What follows belongs to an exercise in optimizing a design on an open flow for small area and a short achievable clock period; a production flow would make more cautious choices. Where RTL was checked, it was by simulation tests only, not by an equivalence proof against the original. Power figures rest on the tool's default switching activity, not on a simulated workload.

## note_lane_scroller
module note_lane_scroller #(
  parameter  int LANES   = note_pkg::DEF_LANES,
  parameter  int SLOTS   = 40,
  parameter  int POS_W   = note_pkg::DEF_POS_W,
  parameter  int SPEED_W = 4,
  parameter  int SPAWN_Y = note_pkg::DEF_SPAWN_Y,
  parameter  int HIT_Y   = note_pkg::DEF_HIT_Y,
  parameter  int HIT_WIN = note_pkg::DEF_HIT_WIN,
  localparam int IDX_W   = $clog2(SLOTS),
  localparam int LANE_W  = $clog2(LANES),
  localparam int CNT_W   = $clog2(SLOTS + 1)
) (
  input  logic               clock,
  input  logic               reset_n,
  input  logic               tick,
  input  logic [SPEED_W-1:0] speed,
  input  logic               chart_valid,
  input  logic [LANES-1:0]   chart_lanes,
  output logic               chart_ready,
  input  logic [LANES-1:0]   strum,
  output logic [LANES-1:0]   hit,
  output logic [LANES-1:0]   miss,
  output logic [LANES-1:0]   bad_strum,
  input  logic [IDX_W-1:0]   rd_idx,
  output logic               rd_valid,
  output logic [LANE_W-1:0]  rd_lane,
  output logic [POS_W-1:0]   rd_pos,
  output logic [CNT_W-1:0]   active_count,
  output logic               overflow
);
  localparam int PW = 9;
  localparam logic [PW-1:0] P_OFS   = 9'd11;
  localparam logic [PW-1:0] P_SPAWN = PW'(SPAWN_Y) + P_OFS;
  localparam int NQ = 4;                        
  localparam int QS = SLOTS / NQ;
  localparam int CG = 2;                        
  localparam int GS = SLOTS / CG;
  localparam int GW = $clog2(GS + 1);
  typedef logic [SLOTS-1:0] plane_t;
  plane_t              sv_q;                    
  ...
Size in the first run: roughly 5800 cells after synthesis, about 530 flip-flops, ~0.044 mm² of cells after synthesis.
==> flow/config.mk <==
export PLATFORM = sky130hd
export DESIGN_NAME = note_lane_scroller
export DESIGN_NICKNAME = note_lane_scroller
export VERILOG_FILES = /design/flow/design.v
export SDC_FILE = /design/flow/constraint.sdc
export NUM_CORES = 8
export LEC_CHECK = 0
export CAP_MARGIN = 25
export CORE_MARGIN = 2
export CORE_UTILIZATION = 50
export GPL_TIMING_DRIVEN = 0
export PLACE_DENSITY = 0.7
export SLEW_MARGIN = 25
==> flow/constraint.sdc <==
create_clock -name core_clock -period 95.0 [get_ports {clock}]
set_input_delay 19.0000 -clock core_clock [delete_from_list [all_inputs] [get_ports {clock}]]
set_output_delay 19.0000 -clock core_clock [all_outputs]
set_load 0.01 [all_outputs]
standard.sh (not shown) runs the stock make flow with config.mk's settings and CLKGATE_MAP_FILE= SYNTH_SCRIPT=/design/flow/synth_recipe.tcl, a recipe that flattens the netlist after the stock synthesis.
==> flow/flow/run.sh <==
#!/bin/bash
# Layout flow: the standard ORFS flow (standard.sh) with these changes:
#  - synthesis (flow/synth.tcl) is the standard flow's synth_recipe.tcl with the logic mapped for area: ABC runs
#    flow/abc_area.script instead of ORFS's script, and Yosys's full/half-adder extraction is
#    skipped. Registers are mapped exactly as in the standard synthesis;
#  - ports are buffered with sky130_fd_sc_hd__buf_2;
#  - the resizer's setup repair works toward a setup margin (flow/margin.txt), so that it
#    shortens the paths that set the achieved clock period. The clock and constraints are the standard flow's;
#  - clock tree synthesis uses the arguments in flow/cts_args.txt.
# Each step's full output goes to a log file in this folder (flow_synth.log, flow_layout.log).
set -euo pipefail
HERE=$(pwd)
FLOWDIR=$HERE/flow
MARGIN=$(cat $FLOWDIR/margin.txt)
CTSARGS=$(cat $FLOWDIR/cts_args.txt)
sed -e "s|SYNTH_SCRIPT=[^ ]*|SYNTH_SCRIPT=$FLOWDIR/synth.tcl|" standard.sh > own_synth.sh
sed -e "s|\"\${@:-finish}\"|SETUP_SLACK_MARGIN=$MARGIN BUFFER_PORTS_ARGS=\"-buffer_cell sky130_fd_sc_hd__buf_2\" CTS_ARGS=\"$CTSARGS\" \"\${@:-finish}\"|" standard.sh > own_layout.sh
export CUSTOM_ABC_SCRIPT=$FLOWDIR/abc_area.script
bash own_synth.sh synth > flow_synth.log 2>&1
bash own_layout.sh > flow_layout.log 2>&1
==> flow/flow/abc_area.script <==
&get -n; &st; &dch -f; &nf -a -R 1000; &put
==> flow/flow/cts_args.txt <==
-sink_clustering_enable -repair_clock_nets -dont_use_dummy_load -buf_list sky130_fd_sc_hd__clkbuf_8 -sink_clustering_size 12 -sink_clustering_max_diameter 100
==> flow/flow/margin.txt <==
72
==> flow/flow/synth.tcl <==
proc synth {args} { yosys synth -nofsm -noshare {*}$args }
# Map combinational logic for area: use our own ABC script in place of the one ORFS picks.
proc abc {args} {
  set i [lsearch -exact $args -script]
  if { $i >= 0 } { lset args [expr {$i + 1}] $::env(CUSTOM_ABC_SCRIPT) }
  yosys abc {*}$args
}
# Leave adders to ABC instead of Yosys's full/half-adder cell extraction.
proc extract_fa {args} { }
source $::env(SCRIPTS_DIR)/synth.tcl
# left out here: clear keep_hierarchy, flatten, clean up, hide names made inside functions, write 1_2_yosys.v
Change:
--- a/flow/design.v
+++ b/flow/design.v
@@ -96,23 +96,23 @@
   localparam int QS = SLOTS / NQ;
   localparam int CG = 2;                        
   localparam int GS = SLOTS / CG;
   localparam int GW = $clog2(GS + 1);
   typedef logic [SLOTS-1:0] plane_t;
   plane_t              sv_q;                    
   plane_t [LANE_W-1:0] sl_q;                    
   plane_t [PW-1:0]     sp_q;                    
   logic                ready_q;
   logic [LANES-1:0]    pend_q;
   logic [LANES-1:0]    hit_q, bad_q;
-  logic [LANES-1:0]    miss_q;
+  logic [1:0][LANES-1:0] miss_q;               
   logic [CNT_W-1:0]    base_q;
   logic [CG-1:0][GW-1:0] gone_q;
   logic                ovf_q;
   logic                rdv_q;
   logic [LANE_W-1:0]   rdl_q;
   logic [PW-1:0]       rdp_q;
   plane_t          inwin;                       
   plane_t          zone;                        
   plane_t [3:0]    lane_oh;                     
   assign inwin = sv_q & sp_q[8] & sp_q[7] &
                  (sp_q[5] | (sp_q[4] & sp_q[3] & sp_q[2] & sp_q[1] & sp_q[0]));
@@ -190,45 +190,59 @@
       sum[b]     = sp_q[b] ^ step_pl[b] ^ carry[b];
       carry[b+1] = (sp_q[b] & step_pl[b]) | (sp_q[b] & carry[b]) | (step_pl[b] & carry[b]);
     end
     over     = sv_q & zone & carry[4];
     hit_sel  = ({SLOTS{strum[0]}} & lane_oh[0]) | ({SLOTS{strum[1]}} & lane_oh[1]) |
                ({SLOTS{strum[2]}} & lane_oh[2]) | ({SLOTS{strum[3]}} & lane_oh[3]);
     strummed = win & hit_sel;
     sv_d     = (sv_q & ~over & ~strummed) | alloc;
     for (int b = 0; b < PW; b++) sp_d[b] = P_SPAWN[b] ? (sum[b] | alloc) : (sum[b] & ~alloc);
   end
   logic [LANES-1:0]       over_any, hit_keep;
-  logic [LANES-1:0]       over_other, miss_d;
-  logic [2:0]             n_hit;                
+  logic [1:0][LANES-1:0]  over_other, miss_d;
+  logic [4:0]             hit_ge;               
   logic [CG-1:0][GW-1:0]  gone_d;
   logic [CNT_W-1:0]       count_now, base_d;
   always_comb begin
     for (int l = 0; l < LANES; l++) begin
       over_any[l]   = found[l] & (lmax[l][5:4] == 2'b11) & ((5'(lmax[l][3:0]) + 5'(step)) >= 5'd16);
-      over_other[l] = |(over & lane_oh[l] & ~win);
-      miss_d[l]     = strum[l] ? over_other[l] : over_any[l];
+      for (int h = 0; h < 2; h++) begin
+        over_other[h][l] = |(over[h*(SLOTS/2) +: SLOTS/2] & lane_oh[l][h*(SLOTS/2) +: SLOTS/2] &
+                             ~win[h*(SLOTS/2) +: SLOTS/2]);
+      end
+      miss_d[0][l] = strum[l] ? over_other[0][l] : over_any[l];
+      miss_d[1][l] = strum[l] & over_other[1][l];
     end
     hit_keep  = strum & found & ~over_any;
-    n_hit     = 3'(hit_keep[0]) + 3'(hit_keep[1]) + 3'(hit_keep[2]) + 3'(hit_keep[3]);
+    hit_ge[0] = 1'b1;
+    hit_ge[1] = |hit_keep;
+    hit_ge[2] = (hit_keep[0] & (hit_keep[1] | hit_keep[2] | hit_keep[3])) | (hit_keep[1] & (hit_keep[2] | hit_keep[3])) |
+                (hit_keep[2] & hit_keep[3]);
+    hit_ge[3] = (hit_keep[0] & hit_keep[1] & (hit_keep[2] | hit_keep[3])) | (hit_keep[2] & hit_keep[3] & (hit_keep[0] | hit_keep[1]));
+    hit_ge[4] = &hit_keep;
   end
   for (genvar g = 0; g < CG; g++) begin : g_gone
     note_popcount20 u_pc (
       .x (over[g*GS +: GS]),
       .y (gone_d[g])
     );
   end
   always_comb begin
     count_now = base_q;
     for (int g = 0; g < CG; g++) count_now = count_now - CNT_W'(gone_q[g]);
-    base_d = count_now + CNT_W'(!ready_q && free_found) - CNT_W'(n_hit);
+    begin
+      logic [CNT_W-1:0] c;
+      c = count_now + CNT_W'(!ready_q && free_found);
+      base_d = hit_ge[4] ? c - CNT_W'(4) : hit_ge[3] ? c - CNT_W'(3) : hit_ge[2] ? c - CNT_W'(2) :
+               hit_ge[1] ? c - CNT_W'(1) : c;
+    end
   end
   plane_t            rsel;
   logic              rdv_d;
   logic [LANE_W-1:0] rdl_d;
   logic [PW-1:0]     rdp_d;
   always_comb begin
     rsel  = (IDX_W'(rd_idx) < IDX_W'(SLOTS)) ? (plane_t'(1) << rd_idx) : '0;
     rdv_d = |(rsel & sv_q);
     for (int b = 0; b < LANE_W; b++) rdl_d[b] = |(rsel & sl_q[b]);
     for (int b = 0; b < PW; b++)     rdp_d[b] = |(rsel & sp_q[b]);
   end
@@ -268,19 +282,19 @@
     sp_q  <= sp_d;
     for (int s = 0; s < SLOTS; s++) begin
       if (alloc[s]) begin
         for (int b = 0; b < LANE_W; b++) sl_q[b][s] <= pend_lane[b];
       end
     end
     rdl_q <= rdl_d;
     rdp_q <= rdp_d;
   end
   assign chart_ready  = ready_q;
   assign hit          = hit_q;
-  assign miss         = miss_q;
+  assign miss         = miss_q[0] | miss_q[1];
   assign bad_strum    = bad_q;
   assign rd_valid     = rdv_q;
   assign rd_lane      = rdl_q;
   assign rd_pos       = {1'b0, rdp_q - P_OFS};
   assign active_count = count_now;
   assign overflow     = ovf_q;
 endmodule
Power grows by 2.0%.
Clock skew goes up by 0.029 ns.
Wire length drops by 3.8%.
Register-to-register slack is better by 0.83 ns.
Via count is about the same.
Critical path depth falls by 5.
Setup slack improved by 0.18 ns.
Only the layout flow was run in the first run of this note; the RTL was not checked for function there.

========
old:
Another version of the RTL of note_lane_scroller (not shown whole).
Size: ~7,300 cells after synthesis, about 0.045 mm2 of cells after synthesis.
clock: 95.0 ns
lec_check: 0
cap_margin: 20
core_margin: 2
core_utilization: 30
cts_buf_list: sky130_fd_sc_hd__clkbuf_8
cts_cluster_size: 30
gpl_timing_driven: 0
place_density: 0.5
slew_margin: 20
==> flow/flow/run.sh <==
#!/bin/bash
# Layout flow: the standard ORFS flow, with a synthesis script that maps the logic for area
# (ABC "map -a", no Yosys full-adder extraction). Registers are mapped exactly as in the standard
# synthesis. Each step's full output goes to a log file in this folder.
set -euo pipefail
HERE=$(pwd)
FLOWDIR=$HERE/flow
sed -e "s|SYNTH_SCRIPT=[^ ]*|SYNTH_SCRIPT=$FLOWDIR/synth.tcl|" standard.sh > own_synth.sh
export CUSTOM_ABC_SCRIPT=$FLOWDIR/abc_area.script
bash own_synth.sh synth > flow_synth.log 2>&1
bash standard.sh > flow_layout.log 2>&1
==> flow/flow/abc_area.script <==
strash; dch; map -a
Scripts as last shown in full above: flow/flow/synth.tcl
Input changes introduced in new (baseline for comparison: old):
diff --git a/flow/design.v b/flow/design.v
--- a/flow/design.v
+++ b/flow/design.v
@@ -213,67 +213,76 @@
   assign pend_lane = {pend_oh[3] | pend_oh[2], pend_oh[3] | pend_oh[1]};
   assign alloc     = ready_q ? '0 : free_oh;
   logic [3:0]        step;
   logic [SLOTS-1:0]  over;
   logic [SLOTS-1:0]  sv_d;
   logic [LANES-1:0]  miss_d;
+  logic [LANES-1:0]  anyover;
   logic [SLOTS-1:0][4:0] lo;
   assign step = tick ? speed : '0;
+  logic [SLOTS-1:0] over_l [LANES];
   logic [SLOTS-1:0] gone_l [LANES];
   always_comb begin
     for (int s = 0; s < SLOTS; s++) begin
       lo[s]   = {1'b0, sp_q[s][3:0]} + {1'b0, step};
       over[s] = sv_q[s] & (((sp_q[s][8:4] == 5'd27) & (lo[s] >= 5'd5)) |
                            ((sp_q[s][8:4] == 5'd26) & (lo[s] >= 5'd21)));
       sv_d[s] = (sv_q[s] & ~strum_free[s] & ~over[s]) | alloc[s];
     end
     for (int l = 0; l < LANES; l++) begin
       for (int s = 0; s < SLOTS; s++) begin
+        over_l[l][s] = over[s] & lane_oh[s][l];
         gone_l[l][s] = over[s] & lane_oh[s][l] & ~strum_free[s];
       end
+      anyover[l] = |over_l[l];
       miss_d[l]  = |gone_l[l];
     end
   end
   always_ff @(posedge clock) begin
     for (int s = 0; s < SLOTS; s++) begin
       sp_q[s] <= alloc[s] ? PW'(SPAWN_Y) : {sp_q[s][8:4] + 5'(lo[s][4]), lo[s][3:0]};
       if (alloc[s]) sl_q[s] <= pend_lane;
     end
   end
-  logic [SLOTS-1:0]      removed;
   logic [CG-1:0][GW-1:0] gone_d;
   logic [CNT_W-1:0]      count_now;
+  logic [CNT_W-1:0]      count_ins;
+  logic [LANES-1:0]      hit_keep;
   logic [CNT_W-1:0]      base_d;
-  assign removed = over | (sv_q & strum_free);
   for (genvar g = 0; g < CG; g++) begin : g_gone
     note_popcount20 u_pc (
-      .x (removed[g*GS +: GS]),
+      .x (over[g*GS +: GS]),
       .y (gone_d[g])
     );
   end
   always_comb begin
     count_now = base_q;
     for (int g = 0; g < CG; g++) count_now = count_now - CNT_W'(gone_q[g]);
-    base_d = count_now + CNT_W'(!ready_q && free_found);
+    count_ins = count_now + CNT_W'(!ready_q && free_found);
+    hit_keep  = strum & found & ~anyover;
+    case (hit_keep)
+      4'b0000:                                     base_d = count_ins;
+      4'b0001, 4'b0010, 4'b0100, 4'b1000:          base_d = count_ins - CNT_W'(1);
+      4'b0111, 4'b1011, 4'b1101, 4'b1110:          base_d = count_ins - CNT_W'(3);
+      4'b1111:                                     base_d = count_ins - CNT_W'(4);
+      default:                                     base_d = count_ins - CNT_W'(2);
+    endcase
   end
-  logic [SLOTS-1:0]  rsel;
   logic              rdv_d;
   logic [LANE_W-1:0] rdl_d;
   logic [PW-1:0]     rdp_d;
   always_comb begin
-    for (int s = 0; s < SLOTS; s++) rsel[s] = (rd_idx == IDX_W'(s));
-    rdv_d = |(rsel & sv_q);
-    for (int b = 0; b < LANE_W; b++) begin
-      logic [SLOTS-1:0] col;
-      for (int s = 0; s < SLOTS; s++) col[s] = rsel[s] & sl_q[s][b];
-      rdl_d[b] = |col;
-    end
-    for (int b = 0; b < PW; b++) begin
-      logic [SLOTS-1:0] col;
-      for (int s = 0; s < SLOTS; s++) col[s] = rsel[s] & sp_q[s][b];
-      rdp_d[b] = |col;
+    rdv_d = 1'b0;
+    rdl_d = '0;
+    rdp_d = '0;
+    for (int s = 0; s < SLOTS; s++) begin
+      if (rd_idx == IDX_W'(s)) begin
+        rdv_d = rdv_d | sv_q[s];
+        rdl_d = rdl_d | sl_q[s];
+        rdp_d = rdp_d | sp_q[s];
+      end
     end
   end
   always_ff @(posedge clock or negedge reset_n) begin
     if (!reset_n) begin
       sv_q    <= '0;
       ready_q <= 1'b1;
==> summary.txt <==
new: done, clean on timing, DRC and antenna. Between old and new, wire length increased. In the flow results for old and new, the ratio of final minimum period to clock period is smaller on old. new vs old: overall track demand over capacity in global routing up in new. Area occupied by multi-input gates, old and new: lower on old. Of old and new, the run reporting the higher multi-input combinational cell count was new. Number of search-and-repair iterations in the first detailed-routing pass on new is down relative to old.
Function was not checked in any run of this note: the RTL went through the layout flow alone.

========
Setup of trial 20:
note_lane_scroller with an RTL version that a note above also has.
Size: ~5800 cells after synthesis, about 530 flip-flops, ~55 I/O pins, roughly 45000 sq um of cells after synthesis.
clock: 95.0 ns
lec_check: 0
cap_margin: 30
core_margin: 2
core_utilization: 55
gpl_timing_driven: 0
place_density: 0.7
slew_margin: 30
==> flow/flow/run.sh <==
#!/bin/bash
# Layout flow: the standard ORFS flow (standard.sh) with these changes:
#  - synthesis maps the logic for area (ABC "map -a", no Yosys full-adder extraction); registers
#    are mapped exactly as in the standard synthesis (flow/synth.tcl);
#  - ports are buffered with sky130_fd_sc_hd__buf_2;
#  - the resizer's setup repair works toward a setup margin (flow/margin.txt), so that it
#    shortens the paths that set the achieved clock period. The clock and constraints are the standard flow's;
#  - clock tree synthesis arguments come from flow/cts_args.txt.
# Each step's full output goes to a log file in this folder.
set -euo pipefail
HERE=$(pwd)
FLOWDIR=$HERE/flow
MARGIN=$(cat $FLOWDIR/margin.txt)
CTSARGS=$(cat $FLOWDIR/cts_args.txt)
sed -e "s|SYNTH_SCRIPT=[^ ]*|SYNTH_SCRIPT=$FLOWDIR/synth.tcl|" standard.sh > own_synth.sh
sed -e "s|\"\${@:-finish}\"|SETUP_SLACK_MARGIN=$MARGIN BUFFER_PORTS_ARGS=\"-buffer_cell sky130_fd_sc_hd__buf_2\" CTS_ARGS=\"$CTSARGS\" \"\${@:-finish}\"|" standard.sh > own_layout.sh
export CUSTOM_ABC_SCRIPT=$FLOWDIR/abc_area.script
bash own_synth.sh synth > flow_synth.log 2>&1
bash own_layout.sh > flow_layout.log 2>&1
==> flow/flow/abc_area.script <==
&get -n; &st; &dch -f; &nf -a -R 1000; &put
Scripts as last shown in full above: flow/flow/cts_args.txt, flow/flow/margin.txt, flow/flow/synth.tcl
The following lists how build 86 was set up differently from trial 20:
diff --git a/flow/design.v b/flow/design.v
--- a/flow/design.v
+++ b/flow/design.v
@@ -85,21 +85,21 @@
   input  logic [IDX_W-1:0]   rd_idx,
   output logic               rd_valid,
   output logic [LANE_W-1:0]  rd_lane,
   output logic [POS_W-1:0]   rd_pos,
   output logic [CNT_W-1:0]   active_count,
   output logic               overflow
 );
   localparam int PW = 9;
   localparam logic [PW-1:0] P_OFS   = 9'd11;
   localparam logic [PW-1:0] P_SPAWN = PW'(SPAWN_Y) + P_OFS;
-  localparam int NQ = 4;                        
+  localparam int NQ = 2;                        
   localparam int QS = SLOTS / NQ;
   localparam int CG = 2;                        
   localparam int GS = SLOTS / CG;
   localparam int GW = $clog2(GS + 1);
   typedef logic [SLOTS-1:0] plane_t;
   plane_t              sv_q;                    
   plane_t [LANE_W-1:0] sl_q;                    
   plane_t [PW-1:0]     sp_q;                    
   logic                ready_q;
   logic [LANES-1:0]    pend_q;
@@ -134,23 +134,22 @@
     for (int l = 0; l < LANES; l++) begin
       cand[l]     = inwin & lane_oh[l];
       found[l]    = |cand[l];
       alive[l][0] = cand[l];
       for (int q = 0; q < NQ; q++) qalive[l][0][q] = |alive[l][0][q];
       for (int i = 0; i < 6; i++) begin
         for (int q = 0; q < NQ; q++) begin
           qmax[l][q][5-i]  = |(alive[l][i][q] & sp_q[5-i][q*QS +: QS]);
           alive[l][i+1][q] = alive[l][i][q] & (sp_q[5-i][q*QS +: QS] | {QS{~qmax[l][q][5-i]}});
         end
-        lmax[l][5-i]    = |(qalive[l][i] & {qmax[l][3][5-i], qmax[l][2][5-i], qmax[l][1][5-i], qmax[l][0][5-i]});
-        qalive[l][i+1]  = qalive[l][i] & ({qmax[l][3][5-i], qmax[l][2][5-i], qmax[l][1][5-i], qmax[l][0][5-i]} |
-                                          {NQ{~lmax[l][5-i]}});
+        lmax[l][5-i]    = |(qalive[l][i] & {qmax[l][1][5-i], qmax[l][0][5-i]});
+        qalive[l][i+1]  = qalive[l][i] & ({qmax[l][1][5-i], qmax[l][0][5-i]} | {NQ{~lmax[l][5-i]}});
       end
       for (int q = 0; q < NQ; q++) qpick[l][q] = alive[l][6][q] & (~alive[l][6][q] + QS'(1));
       qsel[l] = qalive[l][6] & (~qalive[l][6] + NQ'(1));
     end
   end
   always_comb begin
     win = '0;
     for (int l = 0; l < LANES; l++) begin
       for (int q = 0; q < NQ; q++) win[q*QS +: QS] = win[q*QS +: QS] | (qpick[l][q] & {QS{qsel[l][q]}});
     end
Results
Build 86: flow complete, layout not clean; failing: max-capacitance violations, max-slew violations
Trial 20 completed; timing, DRC and antenna clean
For part of the Yosys area used for sequential elements, trial 20 and build 86 come out practically identical.
Compared with trial 20, in build 86 via count picked up an extra 6.5%; largest fanout on the critical path lost 1; non-clock buffer count picked up an extra 49%; portion of total power attributed to combinational logic picked up an extra 8.0 points; fraction of final layout cells with drive strength greater than 1 picked up an extra 1.2 points.
Logic depth of the worst path, buffers included down 12 in build 86 wrt trial 20
On build 86: area of the core is 910 sq um higher than what trial 20 gave.
In the flow results for build 86 and trial 20, the multi-input gate area in the final layout is smaller on trial 20.
Clock buffer instance count of the final layout, build 86 and trial 20: smaller value in build 86
Relative to trial 20, total inserted antenna cells has gone up in build 86.
Between trial 20 and build 86, the flow reports area of the mapped netlist increasing slightly.
Function not checked in build 86: the RTL went through the layout flow alone.

[afterwards: timing with drivers on the ports]
The results above use ideal ports. As a check the final layouts listed here were re-extracted and re-timed, cells and wires unchanged. Step 1 (the two cells are an assumption about what drives the block):
set clk [get_ports {clock}]
set_driving_cell -lib_cell sky130_fd_sc_hd__clkbuf_16 $clk
set_driving_cell -lib_cell sky130_fd_sc_hd__buf_2 [delete_from_list [all_inputs] $clk]
Step 2, shift: input delay + t, output delay - t, t = (earliest + latest rising clock arrival at the registers) / 2. This alone moves slack from input paths to output paths. a / b / c = no drivers / after step 1 / after step 2; a / b = the first two.
run	shift t [ns]	setup slack, ns	hold slack, ns	slew at the worst register clock pin (ns)	worst data-port slew with drivers (ns)
the first run of note 1	0.837	71.850 / 71.861 / 71.025	0.504 / 0.504 / 0.504	0.10 / 0.10	0.08
the second run of note 1	0.836	72.032 / 72.079 / 71.244	0.454 / 0.454 / 0.454	0.11 / 0.11	0.14
old	0.959	69.456 / 69.516 / 68.557	0.466 / 0.466 / 0.466	0.07 / 0.07	0.04
new	0.941	67.508 / 67.568 / 66.627	0.472 / 0.472 / 0.472	0.09 / 0.09	0.04
trial 20	0.800	72.092 / 72.122 / 71.322	0.458 / 0.458 / 0.458	0.11 / 0.11	0.14
build 86	0.784	71.641 / 71.529 / 70.745	0.468 / 0.468 / 0.468	0.10 / 0.10	0.18
The setup slack of old, which loses most, moves by +0.060 ns with the drivers and by -0.899 ns with both steps.
